Background: an optimization exercise with open tools, aiming at a short achievable clock period and few clock cycles per item. Do not read the settings as production practice.
In this exercise RTL edits were held to simulation tests only and were not proved equivalent to the original.
The flow treats the clock pin as an ideal source. Dropping or thinning the clock tree relies on that and would not hold on a real chip.
Power is estimated from default activity; no workload was simulated.

==> run a: inputs <==
Design pipe3_fwd_core, start of the top module:
module pipe3_fwd_core #(
    parameter int DW   = 32,
    parameter int NREG = 32
) (
    input  logic          clk,
    input  logic          rst,
    input  logic [31:0]   InstrIn,
    input  logic          in_valid,
    input  logic          stall,
    output logic          in_ready,
    output logic [DW-1:0] Out,
    output logic          out_valid,
    output logic [15:0]   retire_cnt
);
    localparam int c_QD = 8;
    localparam int HW   = DW / 2;
    function automatic logic [DW-1:0] f_shl(input logic [DW-1:0] x, input logic [3:0] sa,
                                            input logic [3:0] sb, input logic s4);
        logic [DW-1:0] t1, t2;
        t1 = '0;
        t2 = '0;
        for (int i = 0; i < DW; i++)
            for (int k = 0; k < 4; k++)
                if (i - k >= 0) t1[i] = t1[i] | (sa[k] & x[i - k]);
        for (int i = 0; i < DW; i++)
            for (int k = 0; k < 4; k++)
                if (i - 4 * k >= 0) t2[i] = t2[i] | (sb[k] & t1[i - 4 * k]);
        f_shl = s4 ? (t2 << 16) : t2;
    endfunction
    logic            r_kValid;
    logic [31:0]     r_kIns;
    logic            r_iValid;
    logic [31:0]     r_iIns;
    logic [NREG-1:0] r_iRs1Oh;
    logic [NREG-1:0] r_iRs2Oh;
    logic            r_dValid;
    logic [31:0]     r_dIns;
    logic [DW-1:0]   r_dRfA;            
    logic [DW-1:0]   r_dRfB;            
    logic            r_dIsShr;
    logic            r_dM1A, r_dM2A, r_dM3A, r_dM1B, r_dM2B, r_dM3B;
    logic            r_1Valid;
    logic            r_1We;
    logic [4:0]      r_1Wd;
    logic            r_1Sub;
    logic [3:0]      r_1Lut;            
    logic            r_1Arith;          
    logic            r_1FA1, r_1FB1;    
    logic [HW-1:0]   r_1Alo, r_1Ahi;
  ...
==> module pipe3_fwd_core_alu, before the edit <==
module pipe3_fwd_core_alu #(
    parameter int HW = 16,
    parameter bit HI = 1'b0
) (
    input  logic [HW-1:0] a,
    input  logic [HW-1:0] b,
    input  logic [HW-1:0] ahi,
    input  logic          cin,
    input  logic          arith,
    input  logic [3:0]    lut,
    input  logic [3:0]    sla,
    input  logic [3:0]    slb,
    input  logic [3:0]    sra,
    input  logic [3:0]    srb,
    input  logic          sr4,
    input  logic [HW-1:0] por,
    output logic [HW-1:0] res,
    output logic          cout,
    input  logic          sel_a,
    input  logic [HW-1:0] alt_a,
    output logic [HW-1:0] out_a,
    input  logic          sel_b,
    input  logic [HW-1:0] alt_b,
    input  logic          inv_b,
    output logic [HW-1:0] out_b,
    input  logic          sel_c,
    input  logic [HW-1:0] alt_c,
    output logic [HW-1:0] out_c,
    input  logic          sel_d,
    input  logic [HW-1:0] alt_d,
    input  logic          inv_d,
    output logic [HW-1:0] out_d,
    input  logic          g_shl,
    input  logic          g_shr,
    input  logic [3:0]    d_deca,
    input  logic [3:0]    d_decb,
    input  logic [3:0]    d_deca16,
    input  logic [3:0]    d_decb16,
    input  logic          d_sh4,
    output logic [3:0]    o_sla,
    output logic [3:0]    o_slb,
    output logic [3:0]    o_sra,
    output logic [3:0]    o_srb,
    output logic [3:0]    o_srha,
    output logic [3:0]    o_srhb,
    output logic [3:0]    o_pa,
    output logic [3:0]    o_pb,
    output logic          o_sh4
);
    localparam int DW = 2 * HW;
    function automatic logic [HW:0] f_carry(input logic [HW-1:0] x, input logic [HW-1:0] y,
                                            input logic cin);
        logic [HW-1:0] gg, pp, g2, p2;
        gg = x & y;
        pp = x ^ y;
        gg[0] = gg[0] | (pp[0] & cin);
        for (int d = 1; d < HW; d = d * 2) begin
            g2 = gg;
            p2 = pp;
            for (int i = d; i < HW; i++) begin
                g2[i] = gg[i] | (pp[i] & gg[i - d]);
                p2[i] = pp[i] & pp[i - d];
            end
            gg = g2;
            pp = p2;
        end
        f_carry = {gg, cin};
    endfunction
    function automatic logic [DW-1:0] f_shl(input logic [DW-1:0] x, input logic [3:0] sa,
                                            input logic [3:0] sb, input logic s4);
        logic [DW-1:0] t1, t2;
        t1 = '0;
        t2 = '0;
        for (int i = 0; i < DW; i++)
            for (int k = 0; k < 4; k++)
                if (i - k >= 0) t1[i] = t1[i] | (sa[k] & x[i - k]);
        for (int i = 0; i < DW; i++)
            for (int k = 0; k < 4; k++)
                if (i - 4 * k >= 0) t2[i] = t2[i] | (sb[k] & t1[i - 4 * k]);
        f_shl = s4 ? (t2 << 16) : t2;
    endfunction
    function automatic logic [DW-1:0] f_shr(input logic [DW-1:0] x, input logic [3:0] sa,
                                            input logic [3:0] sb, input logic s4);
        logic [DW-1:0] t1, t2;
        t1 = '0;
        t2 = '0;
        for (int i = 0; i < DW; i++)
            for (int k = 0; k < 4; k++)
                if (i + k < DW) t1[i] = t1[i] | (sa[k] & x[i + k]);
        for (int i = 0; i < DW; i++)
            for (int k = 0; k < 4; k++)
                if (i + 4 * k < DW) t2[i] = t2[i] | (sb[k] & t1[i + 4 * k]);
        f_shr = s4 ? (t2 >> 16) : t2;
    endfunction
    logic [HW:0]     w_c;
    logic [HW-1:0]   w_p, w_other, w_r0, w_r1;
    logic [DW-1:0]   w_shl, w_shr;
    assign w_c   = f_carry(a, b, cin);
    assign w_p   = a ^ b;
    assign w_shl = f_shl({HW'(0), a}, sla, slb, 1'b0);
    assign w_shr = HI ? f_shr({HW'(0), a}, sra, srb, 1'b0) : f_shr({ahi, a}, sra, srb, sr4);
    assign w_other = (a & b & {HW{lut[3]}}) | (a & ~b & {HW{lut[2]}}) |
                     (~a & b & {HW{lut[1]}}) | (~a & ~b & {HW{lut[0]}}) |
                     w_shl[HW-1:0] | w_shr[HW-1:0] | (HI ? por : HW'(0));
    assign w_r0 = arith ? w_p : w_other;
    assign w_r1 = arith ? ~w_p : w_other;
    assign res  = (w_c[HW-1:0] & w_r1) | (~w_c[HW-1:0] & w_r0);
    assign cout = w_c[HW];
    assign out_a = sel_a ? res : alt_a;
    assign out_b = sel_b ? (res ^ {HW{inv_b}}) : alt_b;
    assign out_c = HI ? (sel_c ? res : alt_c) : HW'(0);
    assign out_d = HI ? (sel_d ? (res ^ {HW{inv_d}}) : alt_d) : HW'(0);
    logic [3:0] w_da, w_db, w_da16, w_db16;
    assign w_da   = sel_b ? (4'(1) << res[1:0]) : d_deca;
    assign w_db   = sel_b ? (4'(1) << res[3:2]) : d_decb;
    assign w_da16 = sel_b ? ((4'(1) << res[1:0]) & {4{!res[4]}}) : d_deca16;
    assign w_db16 = sel_b ? ((4'(1) << res[3:2]) & {4{!res[4]}}) : d_decb16;
    assign o_sla  = HI ? 4'b0 : (w_da16 & {4{g_shl}});
    assign o_slb  = HI ? 4'b0 : (w_db16 & {4{g_shl}});
    assign o_sra  = HI ? 4'b0 : (w_da & {4{g_shr}});
    assign o_srb  = HI ? 4'b0 : (w_db & {4{g_shr}});
    assign o_srha = HI ? 4'b0 : (w_da16 & {4{g_shr}});
    assign o_srhb = HI ? 4'b0 : (w_db16 & {4{g_shr}});
    assign o_pa   = HI ? 4'b0 : (w_da & {4{g_shl}});
    assign o_pb   = HI ? 4'b0 : (w_db & {4{g_shl}});
    assign o_sh4  = HI ? 1'b0 : (sel_b ? res[4] : d_sh4);
endmodule
Settings: LEC_CHECK=0, CAP_MARGIN=20, CORE_MARGIN=2, CORE_UTILIZATION=55, SETUP_SLACK_MARGIN=3.2, SLEW_MARGIN=20, SYNTH_HIERARCHICAL=1, SYNTH_MINIMUM_KEEP_SIZE=0; clock period 5.0 ns.
standard.sh (not shown) runs the stock make flow with config.mk's settings and CLKGATE_MAP_FILE= SYNTH_SCRIPT=/design/flow/synth_recipe.tcl, a recipe that flattens the netlist after the stock synthesis.
==> flow/flow/run.sh <==
#!/bin/bash
# Standard ORFS layout with these changes:
#  - synthesis maps no half/full-adder cells (ADDER_MAP_FILE empty), and slow
#    stacked/compound cells are on the don't-use list (flow/slow_cells.txt),
#    so ABC and the resizer build the logic from faster gates; registers map
#    exactly as in the standard flow;
#  - the resizer may swap a cell for any of the same function
#    (MATCH_CELL_FOOTPRINT=0);
#  - CTS is ORFS's own cts.tcl with clock_tree_synthesis replaced by a
#    two-level tree built by flow/mytree.tcl (4 root buffers on the clock
#    port, each driving balanced leaf buffers of at most 24 clock pins),
#    which has a lower insertion delay than the three-level H-tree;
#  - the timing repair after CTS and after global routing runs three times
#    (one pass leaves easy fixes undone).
# Each step's full output goes to a log file of its own in this folder.
set -euo pipefail
WORK=$PWD
PLAT_DU=$(awk '/export DONT_USE_CELLS \+= /{f=1} f{print} f && !/\\$/{exit}' \
    "$FLOW_HOME/platforms/sky130hd/config.mk" | grep -o 'sky130_fd_sc_hd__[a-z0-9_]*' | tr '\n' ' ')
SLOW=$(grep -o 'sky130_fd_sc_hd__[a-z0-9_*]*' flow/slow_cells.txt | tr '\n' ' ')
VARS=(ADDER_MAP_FILE= "DONT_USE_CELLS=$PLAT_DU $SLOW" MATCH_CELL_FOOTPRINT=0)

bash standard.sh "${VARS[@]}" place > "$WORK/log_1_place.log" 2>&1

grep -q '^log_cmd clock_tree_synthesis {\*}\$cts_args$' "$FLOW_HOME/scripts/cts.tcl"
grep -q '^  repair_timing_helper$' "$FLOW_HOME/scripts/cts.tcl"
sed -e "s#^log_cmd clock_tree_synthesis {\*}\$cts_args\$#source $WORK/flow/mytree.tcl\nmytree_build clk 4 24 sky130_fd_sc_hd__clkbuf_16#" \
    -e "s#^  repair_timing_helper\$#  repair_timing_helper\n  repair_timing_helper\n  repair_timing_helper#" \
    "$FLOW_HOME/scripts/cts.tcl" > "$WORK/my_cts.tcl"
bash standard.sh "${VARS[@]}" run RUN_SCRIPT="$WORK/my_cts.tcl" RUN_LOG_NAME_STEM=4_1_cts \
    > "$WORK/log_2_cts.log" 2>&1
bash standard.sh "${VARS[@]}" cts > "$WORK/log_3_cts_copy.log" 2>&1

grep -q '^    repair_timing_helper$' "$FLOW_HOME/scripts/global_route.tcl"
sed -e "s#^    repair_timing_helper\$#    repair_timing_helper\n    repair_timing_helper\n    repair_timing_helper#" \
    "$FLOW_HOME/scripts/global_route.tcl" > "$WORK/my_grt.tcl"
bash standard.sh "${VARS[@]}" run RUN_SCRIPT="$WORK/my_grt.tcl" RUN_LOG_NAME_STEM=5_1_grt \
    > "$WORK/log_4_grt.log" 2>&1

bash standard.sh "${VARS[@]}" finish > "$WORK/log_5_finish.log" 2>&1
Other scripts of this flow, unchanged in this note and not shown: flow/flow/mytree.tcl, flow/flow/slow_cells.txt
==> inputs of run b, as changes to run a <==
--- a/flow/design.v
+++ b/flow/design.v
@@ -429,4 +429,18 @@
         f_shr = s4 ? (t2 >> 16) : t2;
     endfunction
+    function automatic logic [DW-1:0] f_shr_lo(input logic [DW-1:0] x, input logic [3:0] sa,
+                                               input logic [3:0] sb, input logic s4);
+        logic [DW-1:0] u, t2, t1;
+        u  = s4 ? (x >> 16) : x;
+        t2 = '0;
+        t1 = '0;
+        for (int j = 0; j < HW + 3; j++)
+            for (int k = 0; k < 4; k++)
+                if (j + 4 * k < DW) t2[j] = t2[j] | (sb[k] & u[j + 4 * k]);
+        for (int i = 0; i < HW; i++)
+            for (int k = 0; k < 4; k++)
+                t1[i] = t1[i] | (sa[k] & t2[i + k]);
+        f_shr_lo = t1;
+    endfunction
     logic [HW:0]     w_c;
     logic [HW-1:0]   w_p, w_other, w_r0, w_r1;
@@ -435,5 +449,5 @@
     assign w_p   = a ^ b;
     assign w_shl = f_shl({HW'(0), a}, sla, slb, 1'b0);
-    assign w_shr = HI ? f_shr({HW'(0), a}, sra, srb, 1'b0) : f_shr({ahi, a}, sra, srb, sr4);
+    assign w_shr = HI ? f_shr({HW'(0), a}, sra, srb, 1'b0) : f_shr_lo({ahi, a}, sra, srb, sr4);
     assign w_other = (a & b & {HW{lut[3]}}) | (a & ~b & {HW{lut[2]}}) |
                      (~a & b & {HW{lut[1]}}) | (~a & ~b & {HW{lut[0]}}) |
--- a/flow/flow/run.sh
+++ b/flow/flow/run.sh
@@ -9,5 +9,5 @@
 #  - CTS is ORFS's own cts.tcl with clock_tree_synthesis replaced by a
 #    two-level tree built by flow/mytree.tcl (4 root buffers on the clock
-#    port, each driving balanced leaf buffers of at most 24 clock pins),
+#    port, each driving balanced leaf buffers of at most 20 clock pins),
 #    which has a lower insertion delay than the three-level H-tree;
 #  - the timing repair after CTS and after global routing runs three times
@@ -25,5 +25,5 @@
 grep -q '^log_cmd clock_tree_synthesis {\*}\$cts_args$' "$FLOW_HOME/scripts/cts.tcl"
 grep -q '^  repair_timing_helper$' "$FLOW_HOME/scripts/cts.tcl"
-sed -e "s#^log_cmd clock_tree_synthesis {\*}\$cts_args\$#source $WORK/flow/mytree.tcl\nmytree_build clk 4 24 sky130_fd_sc_hd__clkbuf_16#" \
+sed -e "s#^log_cmd clock_tree_synthesis {\*}\$cts_args\$#source $WORK/flow/mytree.tcl\nmytree_build clk 4 20 sky130_fd_sc_hd__clkbuf_16#" \
     -e "s#^  repair_timing_helper\$#  repair_timing_helper\n  repair_timing_helper\n  repair_timing_helper#" \
     "$FLOW_HOME/scripts/cts.tcl" > "$WORK/my_cts.tcl"
==> comparison table <==
Effective utilization at floorplan: run b 55.2%; run a 55.2%
DP Worst Slack: run b 1710 ps; run a 1670 ps
Synth Cell Area: run b 88300 µm²; run a 88400 µm²
Outcome: run b complete, no violations; run a complete, no violations
Pin count of the biggest net entering global routing: run b 115; run a 176
Number of antenna violations at the first check in global routing: run b 20; run a 23
Multi-input gate area: run b 42400 µm²; run a 43900 µm²
Sequential cell area: run b 46600 µm²; run a 46600 µm²
Fraction of area in registers: run b 45.2%; run a 43.8%
Post-synthesis instance total: run b 8234; run a 8272
Fraction of layout instances using a drive strength above 1: run b 34.1%; run a 38.2%
Half-perimeter wire length after placement: run b 207000 µm; run a 220000 µm
Post-DP Area: run b 90600 µm²; run a 91300 µm²
Final Power: run b 31000 µW; run a 30700 µW
Share of total power in combinational logic: run b 15.5%; run a 16.6%
Worst Setup EP: run b r_1SrhB[2]$_DFF_P_; run a r_1Alo[15]$_DFF_P_
Testbench counts of run a, summed over its fixed seeds: cycles 33,011, instrs 32,000.
Testbench counts of run b, summed over its fixed seeds: cycles 33,011, instrs 32,000.
In every run of this note, the design's own scripts or RTL, not TritonCTS, make the clock network.

## what the ideal ports hide
The flow's constraints put no driver on any port. The routed layouts listed below were extracted and timed again, unchanged, in two steps.
Step 1 assumes that a clkbuf_16 drives the clock port and a buf_2 every other input.
Step 2 times the ports against the registers' clock, not the clock port: input delays grow and output delays shrink by t, the midpoint of the rising clock arrivals with the driver on.
Three values: ideal ports, drivers, drivers and shift; two values: the first two.
run | shift t [ns] | setup WS [ns] | latest minus earliest clock arrival (ns) | worst register clock-pin slew, ns
run a | 0.791 | 2.568 / 2.511 / 2.556 | 0.049 / 0.050 | 0.11 / 0.11
run b | 0.792 | 2.624 / 2.546 / 2.599 | 0.049 / 0.051 | 0.10 / 0.10
After both steps setup and hold are still met in every run listed. For run b, which loses most, drivers alone change the setup slack by -0.078 ns; drivers and shift together by -0.025 ns.
